This design comes from an exercise in tuning for small area, a short achievable clock period and few clock cycles per item on the open sky130 flow, not from production work.
At most, simulation tests tie the RTL to the original design; equivalence was not proved.

==> trial 95: inputs <==
Design hsv_to_rgb_converter_core, start of the top module:
module hsv_to_rgb_converter_core (
    input  logic                    clk,
    input  logic                    rst_n,
    input  logic                    pixel_valid,
    output logic                    pixel_ready,
    input  hsv2rgb_pkg::hsv_pixel_t pixel,
    output logic                    color_valid,
    input  logic                    color_ready,
    output hsv2rgb_pkg::rgb_pixel_t color
);
make LEC_CHECK=0 ABC_CLOCK_PERIOD_IN_PS=4000 CAP_MARGIN=5 CORE_MARGIN=2 CORE_UTILIZATION=60 SETUP_SLACK_MARGIN=3.2 SLEW_MARGIN=5 SYNTH_HIERARCHICAL=1 SYNTH_MINIMUM_KEEP_SIZE=0 finish   # period 8.0 ns
run.sh (not shown) runs the stock make flow with config.mk's settings and CLKGATE_MAP_FILE= SYNTH_SCRIPT=/design/flow/synth_recipe.tcl, a recipe that flattens the netlist after the stock synthesis.
==> inputs of build 90, as changes to trial 95 <==
--- a/flow/design.v
+++ b/flow/design.v
@@ -31,15 +31,31 @@
     output logic                    color_valid,
     input  logic                    color_ready,
     output hsv2rgb_pkg::rgb_pixel_t color
 );
     logic adv;
-    logic val1, val2, val3;
-    logic [12:0] v0, s0;
+    logic val1, val2, val3, o_valid;
+    logic [12:0] h0, v0, s0;
+    logic [13:0] d0;
+    logic [12:0] c0;
+    logic [1:0]  j0;
+    logic [9:0]  f0;
+    logic [2:0]  sec0;
     always_comb begin
+        h0 = (pixel.hue > 13'd5744) ? 13'd5744 : pixel.hue;
         s0 = pixel.saturation[12] ? 13'd4096 : pixel.saturation;
         v0 = pixel.brightness[12] ? 13'd4096 : pixel.brightness;
+        if (h0 < 13'd1920) begin
+            c0 = 13'd960;  j0 = 2'd0;
+        end else if (h0 < 13'd3840) begin
+            c0 = 13'd2880; j0 = 2'd1;
+        end else begin
+            c0 = 13'd4800; j0 = 2'd2;
+        end
+        d0   = {1'b0, h0} - {1'b0, c0};
+        f0   = d0[13] ? 10'(-d0) : d0[9:0];
+        sec0 = {j0, ~d0[13]};
     end
     logic [6:0]  sone0, stwo0, sneg0;
     logic [14:0] sx0;
     always_comb begin
         sx0 = {1'b0, s0, 1'b0};
@@ -47,19 +63,22 @@
             sone0[k] = sx0[2*k+1] ^ sx0[2*k];
             stwo0[k] = (~sx0[2*k+2] & sx0[2*k+1] & sx0[2*k]) | (sx0[2*k+2] & ~sx0[2*k+1] & ~sx0[2*k]);
             sneg0[k] = sx0[2*k+2] & ~(sx0[2*k+1] & sx0[2*k]);
         end
     end
-    logic [12:0] v1, h1;
+    logic [12:0] v1;
     logic [6:0]  sone1, stwo1, sneg1;
+    logic [9:0]  f1;
+    logic [2:0]  sec1;
     always_ff @(posedge clk) begin
         if (adv) begin
             v1    <= v0;
             sone1 <= sone0;
             stwo1 <= stwo0;
             sneg1 <= sneg0;
-            h1    <= pixel.hue;
+            f1    <= f0;
+            sec1  <= sec0;
         end
     end
     logic [24:0] m2;
     logic [12:0] v2;
     logic [5:0]  fone1, ftwo1, fneg1;
@@ -529,28 +548,10 @@
     logic mt_w164;
     logic mt_w165;
     hsv2rgb_fa u_mt_w164 (.a(~sneg1[5]), .b(mpp_6_12), .c(mt_w119), .s(mt_w164), .co(mt_w165));
     assign m_sa = {mt_w163, mt_w161, mt_w159, mt_w157, mt_w155, mt_w153, mt_w151, mt_w149, mt_w147, mt_w145, mt_w143, mt_w141, mt_w139, mt_w137, mt_w135, mt_w133, mt_w131, mt_w129, mt_w127, mt_w125, mt_w123, mt_w121, sneg1[1], mpp_0_1, mpp_0_0};
     assign m_sb = {mt_w164, mt_w162, mt_w160, mt_w158, mt_w156, mt_w154, mt_w152, mt_w150, mt_w148, mt_w146, mt_w144, mt_w142, mt_w140, mt_w138, mt_w136, mt_w134, mt_w132, mt_w130, mt_w128, mt_w126, mt_w124, mt_w122, mt_w120, 1'b0, sneg1[0]};
-    logic [12:0] hc1, c1;
-    logic [13:0] d1;
-    logic [1:0]  j1;
-    logic [9:0]  f1;
-    logic [2:0]  sec1;
-    always_comb begin
-        hc1 = (h1 > 13'd5744) ? 13'd5744 : h1;
-        if (hc1 < 13'd1920) begin
-            c1 = 13'd960;  j1 = 2'd0;
-        end else if (hc1 < 13'd3840) begin
-            c1 = 13'd2880; j1 = 2'd1;
-        end else begin
-            c1 = 13'd4800; j1 = 2'd2;
-        end
-        d1   = {1'b0, hc1} - {1'b0, c1};
-        f1   = d1[13] ? 10'(-d1) : d1[9:0];
-        sec1 = {j1, ~d1[13]};
-    end
     always_comb begin
         fx1 = {2'b00, f1, 1'b0};
         for (int k = 0; k < 6; k++) begin
             fone1[k] = fx1[2*k+1] ^ fx1[2*k];
             ftwo1[k] = (fx1[2*k+2] & ~fx1[2*k+1] & ~fx1[2*k]) | (~fx1[2*k+2] & fx1[2*k+1] & fx1[2*k]);
@@ -1369,48 +1370,44 @@
             cv3  <= cv_full[19:12];
             cp3  <= cp_full[31:24];
             sec3 <= sec2;
         end
     end
-    logic [25:0] lo_a, lo_b;
-    logic [26:0] lo_sum;
-    logic        c30;
-    logic [7:0]  cx0, cx1, cx;
-    logic [2:0]  is_cx;
-    logic [7:0]  pre_r, pre_g, pre_b;
+    logic [37:0] cx_full;
+    logic [7:0]  cx;
     logic [23:0] x3;
+    logic [23:0] o_data;
     always_comb begin
-        lo_a   = n3[29:4];
-        lo_b   = n3[25:0];
-        lo_sum = {1'b0, lo_a} + {1'b0, lo_b};
-        c30    = lo_sum[26];
-        cx0    = n3[33:26] + 8'(n3[33:30]);
-        cx1    = cx0 + 8'd1;
-        cx     = c30 ? cx1 : cx0;
+        cx_full = (38'(n3) << 4) + 38'(n3);
+        cx      = cx_full[37:30];
         case (sec3)
-            3'd0:    begin is_cx = 3'b010; pre_r = cv3; pre_g = cv3; pre_b = cp3; end
-            3'd1:    begin is_cx = 3'b100; pre_r = cv3; pre_g = cv3; pre_b = cp3; end
-            3'd2:    begin is_cx = 3'b001; pre_r = cp3; pre_g = cv3; pre_b = cv3; end
-            3'd3:    begin is_cx = 3'b010; pre_r = cp3; pre_g = cv3; pre_b = cv3; end
-            3'd4:    begin is_cx = 3'b100; pre_r = cp3; pre_g = cp3; pre_b = cv3; end
-            default: begin is_cx = 3'b001; pre_r = cv3; pre_g = cp3; pre_b = cp3; end
+            3'd0:    x3 = {cv3, cx, cp3};
+            3'd1:    x3 = {cx, cv3, cp3};
+            3'd2:    x3 = {cp3, cv3, cx};
+            3'd3:    x3 = {cp3, cx, cv3};
+            3'd4:    x3 = {cx, cp3, cv3};
+            default: x3 = {cv3, cp3, cx};
         endcase
-        x3[23:16] = is_cx[2] ? cx : pre_r;
-        x3[15:8]  = is_cx[1] ? cx : pre_g;
-        x3[7:0]   = is_cx[0] ? cx : pre_b;
+    end
+    always_ff @(posedge clk) begin
+        if (adv) begin
+            o_data <= x3;
+        end
     end
     always_ff @(posedge clk or negedge rst_n) begin
         if (!rst_n) begin
             val1    <= 1'b0;
             val2    <= 1'b0;
             val3    <= 1'b0;
+            o_valid <= 1'b0;
         end else if (adv) begin
             val1    <= pixel_valid;
             val2    <= val1;
             val3    <= val2;
+            o_valid <= val3;
         end
     end
-    assign adv         = !val3 || color_ready;
+    assign adv         = !o_valid || color_ready;
     assign pixel_ready = adv;
-    assign color_valid = val3;
-    assign color       = x3;
+    assign color_valid = o_valid;
+    assign color       = o_data;
 endmodule
- CAP_MARGIN: 5 -> 20
- CORE_UTILIZATION: 60 -> 40
- SLEW_MARGIN: 5 -> 20
==> inputs of trial 50, as changes to trial 95 <==
--- a/flow/design.v
+++ b/flow/design.v
@@ -565,12 +565,10 @@
             ftwo2 <= ftwo1;
             fneg2 <= fneg1;
             sec2  <= sec1;
         end
     end
-    logic [20:0] cv_full;
-    logic [32:0] cp_full;
     logic [33:0] n_sa, n_sb;
     logic [33:0] n3;
     logic [7:0]  cv3, cp3;
     logic [2:0]  sec3;
     logic bpp_0_0;
@@ -1357,19 +1355,31 @@
     logic nt_w296;
     logic nt_w297;
     hsv2rgb_fa u_nt_w296 (.a(nt_w172), .b(nt_w231), .c(nt_w232), .s(nt_w296), .co(nt_w297));
     assign n_sa = {nt_w295, nt_w293, nt_w291, nt_w289, nt_w287, nt_w285, nt_w283, nt_w281, nt_w279, nt_w277, nt_w275, nt_w273, nt_w271, nt_w269, nt_w267, nt_w265, nt_w263, nt_w261, nt_w259, nt_w257, nt_w255, nt_w253, nt_w251, nt_w249, nt_w247, nt_w245, nt_w243, nt_w241, nt_w239, nt_w237, nt_w235, fneg2[1], bpp_0_1, bpp_0_0};
     assign n_sb = {nt_w296, nt_w294, nt_w292, nt_w290, nt_w288, nt_w286, nt_w284, nt_w282, nt_w280, nt_w278, nt_w276, nt_w274, nt_w272, nt_w270, nt_w268, nt_w266, nt_w264, nt_w262, nt_w260, nt_w258, nt_w256, nt_w254, nt_w252, nt_w250, nt_w248, nt_w246, nt_w244, nt_w242, nt_w240, nt_w238, nt_w236, nt_w234, 1'b0, fneg2[0]};
+    logic [24:0] y2;
+    logic [8:0]  ya2;
+    logic [15:0] yb2;
+    logic [16:0] ylim2;
+    logic        cp_dec2, cv_dec2;
+    logic [7:0]  cv2, cp2;
     always_comb begin
-        cv_full = (21'(v2) << 8) - 21'(v2);
-        cp_full = ((33'(v2) << 20) - (33'(v2) << 12)) - ((33'(m2) << 8) - 33'(m2));
+        cv_dec2 = v2 > {1'b0, v2[3:0], 8'd0};
+        cv2     = 8'(v2[12:4] - 9'(cv_dec2));
+        y2      = {v2, 12'd0} - m2;
+        ya2     = y2[24:16];
+        yb2     = y2[15:0];
+        ylim2   = {ya2, 8'd0} + 17'(ya2);
+        cp_dec2 = (ya2 != 9'd0) && ({1'b0, yb2} <= ylim2);
+        cp2     = 8'(ya2 - 9'(cp_dec2));
     end
     always_ff @(posedge clk) begin
         if (adv) begin
             n3   <= n_sa + n_sb;
-            cv3  <= cv_full[19:12];
-            cp3  <= cp_full[31:24];
+            cv3  <= cv2;
+            cp3  <= cp2;
             sec3 <= sec2;
         end
     end
     logic [25:0] lo_a, lo_b;
     logic [26:0] lo_sum;
- CAP_MARGIN: 5 -> 20
- CORE_UTILIZATION: 60 -> 40
- SLEW_MARGIN: 5 -> 20
==> summary.txt <==
metric                                              trial 95    trial 50    build 90
Worst EP arrival                                     5050 ps     5500 ps     5110 ps
End of the worst hold path                              val3        val3     sec2[0]
DR WL met2                                          27000 um    28900 um    27600 um
Clock-pin slew on the worst setup and hold paths       80 ps       70 ps       70 ps
CORE AREA                                         33400 um^2  51100 um^2  53900 um^2
Crit path from                                        m2[17]       v2[6]      m2[17]
Compound-cell area share of the yosys netlist          0.171       0.175       0.180
Outcome                     no timing/DRC/antenna violations  no timing/DRC/antenna violations  no timing/DRC/antenna violations
Number of flops mapped to enable cells by yosys          156         156         180
All-layer global routing usage                         0.311       0.218       0.205
Reg2Reg Depth                                             15          24          16
Number of cells upsized or downsized after cts           145         188          44
Crit path largest cell delay                          580 ps      530 ps      540 ps
Crit-path max FO                                           7           9           3
Area taken by flip-flops and latches               4760 um^2   4760 um^2   5510 um^2
Worst-skew pair later-pin latency                     460 ps      490 ps      490 ps
Chip height                                           188 um      231 um      238 um
First-pass GRT wire length                          86500 um    91400 um    91600 um
Testbench counts of trial 95, summed over its fixed seeds: cycles 16,024, items 16,000.
The RTL of build 90 and trial 50 was laid out without a check of its function.

[afterwards: timing with drivers on the ports]
No port has a modelled driver above. Below, the same layouts with a new extraction and two added sets of constraints.
Step 1: set_driving_cell puts a clkbuf_16 on clk and a buf_2 on each other input, an assumption about the parent block.
Step 2 moves the port delays by t, midway between the first and last clock arrival at a register: inputs arrive t later, outputs are due t later. That takes back most of the time a late clock gives input paths.
Slacks: ideal / step 1 / step 2; pairs: ideal / step 1.
run	t, ns	setup slack, ns	hold WS [ns]	worst data-port slew with drivers (ns)
trial 95	0.510	3.164 / 3.139 / 3.164	0.475 / 0.475 / 0.475	0.03
build 90	0.543	3.119 / 3.119 / 2.975	0.422 / 0.422 / 0.422	0.04
trial 50	0.542	2.741 / 2.741 / 2.741	0.465 / 0.465 / 0.465	0.04
After both steps every run listed still meets setup and hold. For build 90, which loses most, drivers alone change the setup slack by 0.000 ns; drivers and shift together by -0.144 ns.
